Context: an optimization exercise on an open-source flow, tuned for small area, a short achievable clock period and few clock cycles per item. The choices shown serve that exercise and are no tape-out recipe.
Function was checked by simulation only, so behaviour that the tests miss may differ from the original.
No activity file was given, so power comes from the tool's default toggle rates.

--- flow/design.v ---
`timescale 1ns / 1ps
`default_nettype none
module event_timed_task_dispatch_table_core (
    input  wire logic        clk,
    input  wire logic        rst_n,
    input  wire logic        req_valid,
    output logic             req_ready,
    input  wire logic [1:0]  req_action,
    input  wire logic [7:0]  req_task_id,
    input  wire logic [7:0]  req_trigger_mask,
    input  wire logic        req_use_delay,
    input  wire logic [31:0] req_delay_ticks,
    input  wire logic [7:0]  req_handler_tag,
    input  wire logic [31:0] req_now_ticks,
    input  wire logic [7:0]  req_event_mask,
    output logic             rsp_valid,
    input  wire logic        rsp_ready,
    output logic [2:0]       rsp_status,
    output logic [3:0]       rsp_slot_index,
    output logic [7:0]       rsp_matched_id,
    output logic [7:0]       rsp_matched_handler,
    output logic             rsp_last_result,
    input  wire logic        cfg_we,
    input  wire logic [30:0] cfg_wdata
);
    localparam int N = 16;
    localparam logic [1:0] ACT_ADD    = 2'd0;
    localparam logic [1:0] ACT_REMOVE = 2'd1;
    localparam logic [1:0] ACT_SCAN   = 2'd2;
    localparam logic [1:0] ACT_NONE   = 2'd3;
    localparam logic [2:0] ST_OK        = 3'd0;
    localparam logic [2:0] ST_FULL      = 3'd1;
    localparam logic [2:0] ST_NOT_FOUND = 3'd2;
    localparam logic [2:0] ST_NO_MATCH  = 3'd3;
    localparam logic [2:0] ST_BAD_ID    = 3'd4;
    function automatic logic [N-1:0] lowest(input logic [N-1:0] v);
        logic [N-1:0] below;
        below[0] = 1'b0;
        for (int i = 1; i < N; i++)
            below[i] = below[i-1] | v[i-1];
        lowest = v & ~below;
    endfunction
    function automatic logic [3:0] enc(input logic [N-1:0] oh);
        logic [3:0] e;
        e = '0;
        for (int i = 0; i < N; i++)
            if (oh[i]) e = e | 4'(i);
        enc = e;
    endfunction
    function automatic logic lt32(input logic [31:0] a, input logic [31:0] b);
        logic [31:0] l, g;
        l = ~a & b;
        g = a & ~b;
        for (int w = 16; w >= 1; w = w / 2)
            for (int j = 0; j < w; j++)
            begin
                l[j] = l[2*j+1] | (~g[2*j+1] & l[2*j]);
                g[j] = g[2*j+1] | (~l[2*j+1] & g[2*j]);
            end
        lt32 = l[0];
    endfunction
    function automatic logic atmost1(input logic [N-1:0] v);
        logic any, many;
        any  = 1'b0;
        many = 1'b0;
        for (int i = 0; i < N; i++)
        begin
            many = many | (any & v[i]);
            any  = any | v[i];
        end
        atmost1 = !many;
    endfunction
    logic [N-1:0] taken_q;               
    logic [N-1:0] live_q;                
    logic [7:0]   id_q   [N];
    logic [7:0]   mask_q [N];
    logic [31:0]  due_q  [N];
    logic [7:0]   tag_q  [N];
    logic [30:0]  thr_q;
    logic        r_valid;
    logic [1:0]  r_act;
    logic [7:0]  r_id;
    logic [7:0]  r_mask;     
    logic [7:0]  r_tag;
    logic [31:0] r_t;        
    logic [31:0] r_lo;       
    logic        r_wrap;     
    logic         s2_valid;
    logic         s2_scan;       
    logic         s2_single;     
    logic [2:0]   s2_status;
    logic [3:0]   s2_slot;
    logic [N-1:0] s2_m;
    logic         q0_valid, q1_valid;
    logic [23:0]  q0, q1;        
    logic s2_push;
    logic r_go;
    assign s2_push   = s2_valid && !q1_valid;
    assign r_go      = r_valid && (!s2_valid || (s2_single && !q1_valid));
    assign req_ready = !r_valid || r_go;
    logic [31:0] in_t;
    logic [31:0] in_lo;
    logic        in_wrap;
    logic [7:0]  in_mask;
    always_comb
    begin
        if (req_action == ACT_ADD)
        begin
            in_t    = req_use_delay ? (req_now_ticks + req_delay_ticks) : 32'd0;
            in_mask = req_use_delay ? (req_trigger_mask | 8'd1) : req_trigger_mask;
        end
        else
        begin
            in_t    = req_now_ticks;
            in_mask = req_event_mask;
        end
    end
    assign {in_wrap, in_lo} = {1'b0, req_now_ticks} - {2'b00, thr_q};
    logic [N-1:0] free_v, rem_v, scan_v;
    logic [N-1:0] free_oh, rem_oh;
    logic [N-1:0] le_v, gt_v, timely_v;
    logic         bad_id;
    assign bad_id = (r_id == 8'd0);
    always_comb
    begin
        for (int i = 0; i < N; i++)
        begin
            free_v[i]   = !taken_q[i];
            rem_v[i]    = live_q[i] && (id_q[i] == r_id);
            le_v[i]     = !lt32(r_t, due_q[i]);
            gt_v[i]     = lt32(r_lo, due_q[i]);
            timely_v[i] = r_wrap ? (le_v[i] || gt_v[i]) : (le_v[i] && gt_v[i]);
            scan_v[i]   = live_q[i] && ((mask_q[i] & r_mask) != 8'd0)
                          && (!mask_q[i][0] || timely_v[i]);
        end
    end
    assign free_oh = lowest(free_v);
    assign rem_oh  = lowest(rem_v);
    logic [2:0] x_status;
    logic [3:0] x_slot;
    logic       x_scan;
    logic       x_single;
    always_comb
    begin
        x_status = ST_OK;
        x_slot   = '0;
        x_scan   = 1'b0;
        x_single = 1'b1;
        case (r_act)
            ACT_ADD:
                if (bad_id)            x_status = ST_BAD_ID;
                else if (free_v == '0) x_status = ST_FULL;
                else                   x_slot   = enc(free_oh);
            ACT_REMOVE:
                if (bad_id)            x_status = ST_BAD_ID;
                else if (rem_v == '0)  x_status = ST_NOT_FOUND;
                else                   x_slot   = enc(rem_oh);
            default:
                if (scan_v == '0)      x_status = ST_NO_MATCH;
                else
                begin
                    x_scan   = 1'b1;
                    x_single = atmost1(scan_v);
                end
        endcase
    end
    logic do_add, do_rem;
    assign do_add = r_go && (r_act == ACT_ADD) && !bad_id;
    assign do_rem = r_go && (r_act == ACT_REMOVE) && !bad_id;
    logic [N-1:0] s2_oh;
    logic [N-1:0] s2_rest;
    logic [7:0]   s2_id, s2_tag;
    logic [23:0]  s2_word;
    assign s2_oh   = lowest(s2_m);
    assign s2_rest = s2_m & ~s2_oh;
    always_comb
    begin
        s2_id  = '0;
        s2_tag = '0;
        for (int i = 0; i < N; i++)
        begin
            s2_id  = s2_id  | (id_q[i]  & {8{s2_oh[i]}});
            s2_tag = s2_tag | (tag_q[i] & {8{s2_oh[i]}});
        end
        if (s2_scan)
            s2_word = {ST_OK, enc(s2_oh), s2_id, s2_tag, s2_single};
        else
            s2_word = {s2_status, s2_slot, 8'd0, 8'd0, 1'b1};
    end
    always_ff @(posedge clk or negedge rst_n)
    begin
        if (!rst_n)
        begin
            taken_q  <= '0;
            live_q   <= '0;
            thr_q    <= 31'd1000;
            r_valid  <= 1'b0;
            s2_valid <= 1'b0;
            q0_valid <= 1'b0;
            q1_valid <= 1'b0;
        end
        else
        begin
            if (cfg_we)
                thr_q <= cfg_wdata;
            if (req_ready)
                r_valid <= req_valid && (req_action != ACT_NONE);
            for (int i = 0; i < N; i++)
            begin
                if (do_add && free_oh[i])
                begin
                    taken_q[i] <= 1'b1;
                    live_q[i]  <= (r_mask != 8'd0);
                end
                if (do_rem && rem_oh[i])
                begin
                    taken_q[i] <= 1'b0;
                    live_q[i]  <= 1'b0;
                end
            end
            if (r_go)
                s2_valid <= 1'b1;
            else if (s2_push && s2_single)
                s2_valid <= 1'b0;
            if (q0_valid && rsp_ready)
            begin
                if (q1_valid)
                begin
                    q1_valid <= 1'b0;
                end
                else if (!s2_push)
                begin
                    q0_valid <= 1'b0;
                end
            end
            else if (s2_push)
            begin
                if (!q0_valid) q0_valid <= 1'b1;
                else           q1_valid <= 1'b1;
            end
        end
    end
    always_ff @(posedge clk)
    begin
        if (req_ready)
        begin
            r_act  <= req_action;
            r_id   <= req_task_id;
            r_mask <= in_mask;
            r_tag  <= req_handler_tag;
            r_t    <= in_t;
            r_lo   <= in_lo;
            r_wrap <= in_wrap;
        end
        for (int i = 0; i < N; i++)
        begin
            if (do_add && free_oh[i])
            begin
                id_q[i]   <= r_id;
                mask_q[i] <= r_mask;
                due_q[i]  <= r_t;
                tag_q[i]  <= r_tag;
            end
        end
        if (r_go)
        begin
            s2_scan   <= x_scan;
            s2_single <= x_single;
            s2_status <= x_status;
            s2_slot   <= x_slot;
            s2_m      <= scan_v;
        end
        else if (s2_push)
        begin
            s2_m      <= s2_rest;
            s2_single <= atmost1(s2_rest);
        end
        if (q0_valid && rsp_ready)
        begin
            if (q1_valid) q0 <= q1;
            else if (s2_push) q0 <= s2_word;
        end
        else if (s2_push)
        begin
            if (!q0_valid) q0 <= s2_word;
            else           q1 <= s2_word;
        end
    end
    assign rsp_valid = q0_valid;
    assign {rsp_status, rsp_slot_index, rsp_matched_id, rsp_matched_handler, rsp_last_result} = q0;
endmodule
`default_nettype wire
--- flow/run.sh ---
#!/bin/bash
# synth_recipe.tcl (not shown) runs the flow's synth.tcl, then flattens the netlist and writes it again
# the make line also repeats each setting of config.mk as NAME=value (left out here)
make -C /OpenROAD-flow-scripts/flow DESIGN_CONFIG=/design/flow/config.mk WORK_HOME=/design/flow/orfs CLKGATE_MAP_FILE= SYNTH_SCRIPT=/design/flow/synth_recipe.tcl finish
--- flow/config.mk ---
export PLATFORM = sky130hd
export DESIGN_NAME = event_timed_task_dispatch_table_core
export DESIGN_NICKNAME = event_timed_task_dispatch_table_core
export VERILOG_FILES = /design/flow/design.v
export SDC_FILE = /design/flow/constraint.sdc
export NUM_CORES = 4
export LEC_CHECK = 0
export ABC_CLOCK_PERIOD_IN_PS = 3500
export CAP_MARGIN = 20
export CORE_MARGIN = 2
export CORE_UTILIZATION = 40
export SETUP_SLACK_MARGIN = 4.5
export SLEW_MARGIN = 20
--- flow/constraint.sdc ---
create_clock -name core_clock -period 8.5 [get_ports {clk}]
set_input_delay 1.7000 -clock core_clock [delete_from_list [all_inputs] [get_ports {clk}]]
set_output_delay 1.7000 -clock core_clock [all_outputs]
set_load 0.01 [all_outputs]
==> summary.txt <==
Max-cap violations 0; cts-stage hold buffer count 0; Starting Density 40.3%; Synth top area share about half; Congestion Overflow GR 0; synthesized instance count between 5000 and 6000; main combinational cell family by area after synthesis compound AO/OA/AOI/OAI gates; R2R cell count 17; RSZ-0062 raised after global routing true; GRT Resource Usage Total 27.3%; relative max-transition margin 21.3%; final critical-path share of the clock period a little over half; cell area power density roughly 340 nW/um2; Most common cell on crit path buf_4; Slew @ Worst Pin approximately 1.2 ns; clock share of power 21.5%; biggest area consumer among synthesized cells edfxtp_1; Worst EP arrival 4.99 ns; core area 159000 um2; critical-path cell list buf_4 > nor2b_1 > maj3_1 > nor2b_1 > nand4_1 > nor4b_1 > buf_4 > o31ai_1 > maj3_2 > o221ai_2 > a31o_2 > nand2_1 > nor2_2 > buf_4 > nand2b_4 > and2_4 > o221ai_2; slowest CP cell nor2b_1; count of different cell masters after synthesis about 110; Synth Area in XOR/XNOR under 10%; Cell Area, Synth 63900 um2; Reg clk slew, reported paths 0.06 ns; clock sinks between 1000 and 1500; Layout Cells excl Fill roughly 8400; most common library cell in the layout ignoring fill and taps edfxtp_1; io pins roughly 160; FF-to-FF Start r_lo[14]; adder-cell share of the synthesized area 11.0%; total power ~26000 uW; Sw Pwr 11100 uW; final WL between 200000 and 250000 um; post-synthesis compound-gate area fraction ~17%; Yosys warnings 5; CP startpoint r_lo[14]; die width 404 um; f_max around 0.22 GHz; Syn-to-layout area delta 19.9%; Worst R2R Setup Slack 4.04 ns; Post-synth ARST share under 10%; first-pass GRT wire length 328000 um; switching share of power 42.1%; clock skew slightly below 0.08 ns; initial DRC count roughly 7100; synthesized area per cell 10.9 um2; Max VDD drop around 0.25 mV; initial antenna violation count 11; CTS Root Cell clkbuf_16; CTS tree done; Pint 15200 uW; CP Capture Type flop; most frequent cells in the layout edfxtp_1, maj3_1, nand2_1; Fin. Hold Viols 0; 1st-pass router iterations 9; Worst setup SP type flop; Final Critical Period 4.46 ns; fillers about 14000; Setup WS post-layout 4.04 ns; Synth Area in Simple Gates around 12%; Avg WL per Cell 27.9 um; Post-synth EDFFs around 1100; # placed instances around 8000; crit path to s2_single; CTS H-tree lvls 3; Core Util, Final about half; top post-synthesis cells by area edfxtp_1, maj3_1, a21oi_1; Core Rows about 150; Num CTS Buffers 120; status no timing/DRC/antenna violations; port bufs 160; nets@finish roughly 6400; Logic pwr share between 40% and 50%; Skew-Pair Late Insertion Delay 0.80 ns; Setup Viol. Count Final 0; Critical Setup Path Class flop to flop; Register Area around 34000 um2; setup TNS 0 ns; Reg-to-Reg End s2_single; residual DRC count 0; post-synthesis mux area share less than 1%; dpl ws about 2.6 ns; layout cells sized above 1 about 16%; Final Max Slew Viols 0; vias about 52000; Hold Path Class flop to flop; static leakage 0.0262 uW; Final GP Congestion about 0.98; Seq cells post-synth between 1000 and 1500; HPWL Detailed approximately 160000 um; CP max FO 23; largest net degree at the start of global routing 68; antenna-violating nets left 0; syn nets between 6000 and 7000; Worst path max stage delay around 0.46 ns; hold depth 2; CP required approximately 9.0 ns; Max clock buf depth 3; Vias per Instance about 6; area of the multi-input gates between 20000 and 30000 um2; vias in the first global route 46700; Seq/Total Area, Yosys 52.4%; Die Span Y 404 um; Flop pwr share between 20 and 30%; Main synth FF type edfxtp_1; die area 163000 um2
## layout make-up
class | instances | area share (%)
timing repair buffer | 513 | 6.72
antenna | 2 | 0.00653
clock buffer | 139 | 4.01
tap | 2072 | 3.38
inverter | 337 | 1.84
timing repair inverter | 3 | 0.0294
multi-input combinational | 4089 | 38.8
clock inverter | 89 | 1.48
sequential | 1127 | 43.7
## kinds of logic after synthesis
| family | after synthesis |
|---|---|
| multiplexers | 34 |
| adder cells (fa/ha/maj) | 677 |
| AO/OA/AOI/OAI | 1602 |
| AND/OR/NAND/NOR | 1592 |
| flip-flops | 1127 |
| buffers and inverters | 634 |
| XOR/XNOR | 181 |
## state kept, by name, summed over array words and instances, names as in the netlist, 31 cells and up
signal / count
thr_q: 31
tag_q: 128
due_q: 512
r_lo: 32
id_q: 128
r_t: 32
mask_q: 128
## synth_stat cells (109+ instances only)
cell      instances
a21oi_1         356
a22oi_1         131
clkbuf_1        208
edfxtp_1       1060
inv_1           308
maj3_1          565
nand2_1         424
nand2b_1        232
nor2_1          357
nor2b_1         219
o21ai_0         306
xor2_1          109
## how the worst min path moves through the flow
stage	start	endpoint	slack, ns
5_1_grt	thr_q[8]	thr_q[8]	0.57
3_5_place_dp	r_valid	s2_valid	0.47
2_1_floorplan	r_valid	s2_valid	0.44
4_1_cts	thr_q[19]	thr_q[19]	0.55
6_report	thr_q[5]	thr_q[5]	0.54
3_3_place_gp	r_valid	s2_valid	0.47
## metrics by stage
stage / hold slack [ns] / area, um2
floorplan: 0.444 / 64500
global placement: 0.469 / 68400
detailed placement: 0.471 / 68400
CTS: 0.547 / 75100
global route: 0.567 / 76600
finish: 0.543 / 76600
## critical path, delay by kind of cell (launching register included)
| family | cells | cell delay, ns |
|---|---|---|
| compound gates | 4 | 0.90 |
| fa+ha+maj | 2 | 0.73 |
| buf+inv | 3 | 0.58 |
| flops | 1 | 0.38 |
| simple gates | 8 | 1.63 |
## power by group through the flow
stage | clock (uW) | sequential (uW) | combinational [uW]
2_1_floorplan | 0 | 8050 | 6420
3_3_place_gp | 0 | 7900 | 10500
3_5_place_dp | 0 | 7920 | 10600
4_1_cts | 5710 | 7790 | 11800
5_1_grt | 5920 | 7860 | 13300
6_report | 5650 | 7820 | 12800
## metal layers
metal,up-vias,global-route usage [%],routed length (um)
met5,-,0,57
met4,8,10.3,9080
met3,377,5.95,26000
met2,2799,39.0,98300
met1,25600,40.1,100000
li1,22800,-,-
## repair_timing
action                     in CTS  in global routing
cloned                         10                 12
setup endpoints to repair     225                217
pin swaps                      98                101
hold endpoints to repair        0                  0
buffers inserted              114                 74
gates resized for setup       332                178
Testbench counts, summed over its fixed seeds: cycles 7,434, items 3,200.

## re-timing with driven ports
No port has a modelled driver above. Below, the same layout with a new extraction and two added sets of constraints. Step 1, drivers: a clkbuf_16 drives clk and a buf_2 each remaining input, both assumed. Step 2 times the ports against the registers' clock, not the clock port: input delays grow and output delays shrink by t, the midpoint of the rising clock arrivals with the driver on. a / b / c = no drivers / after step 1 / after step 2; a / b = the first two.
shift t [ns]: 0.836
slack for setup (ns): 4.040 / 4.040 / 3.534
latest minus earliest clock arrival (ns): 0.084 / 0.084
worst data-port slew with drivers (ns): 0.16
cell pins on the clock port's net: 1
After both steps this run still meets setup and hold. The setup slack of this run moves by 0.000 ns with the drivers and by -0.506 ns with both steps.
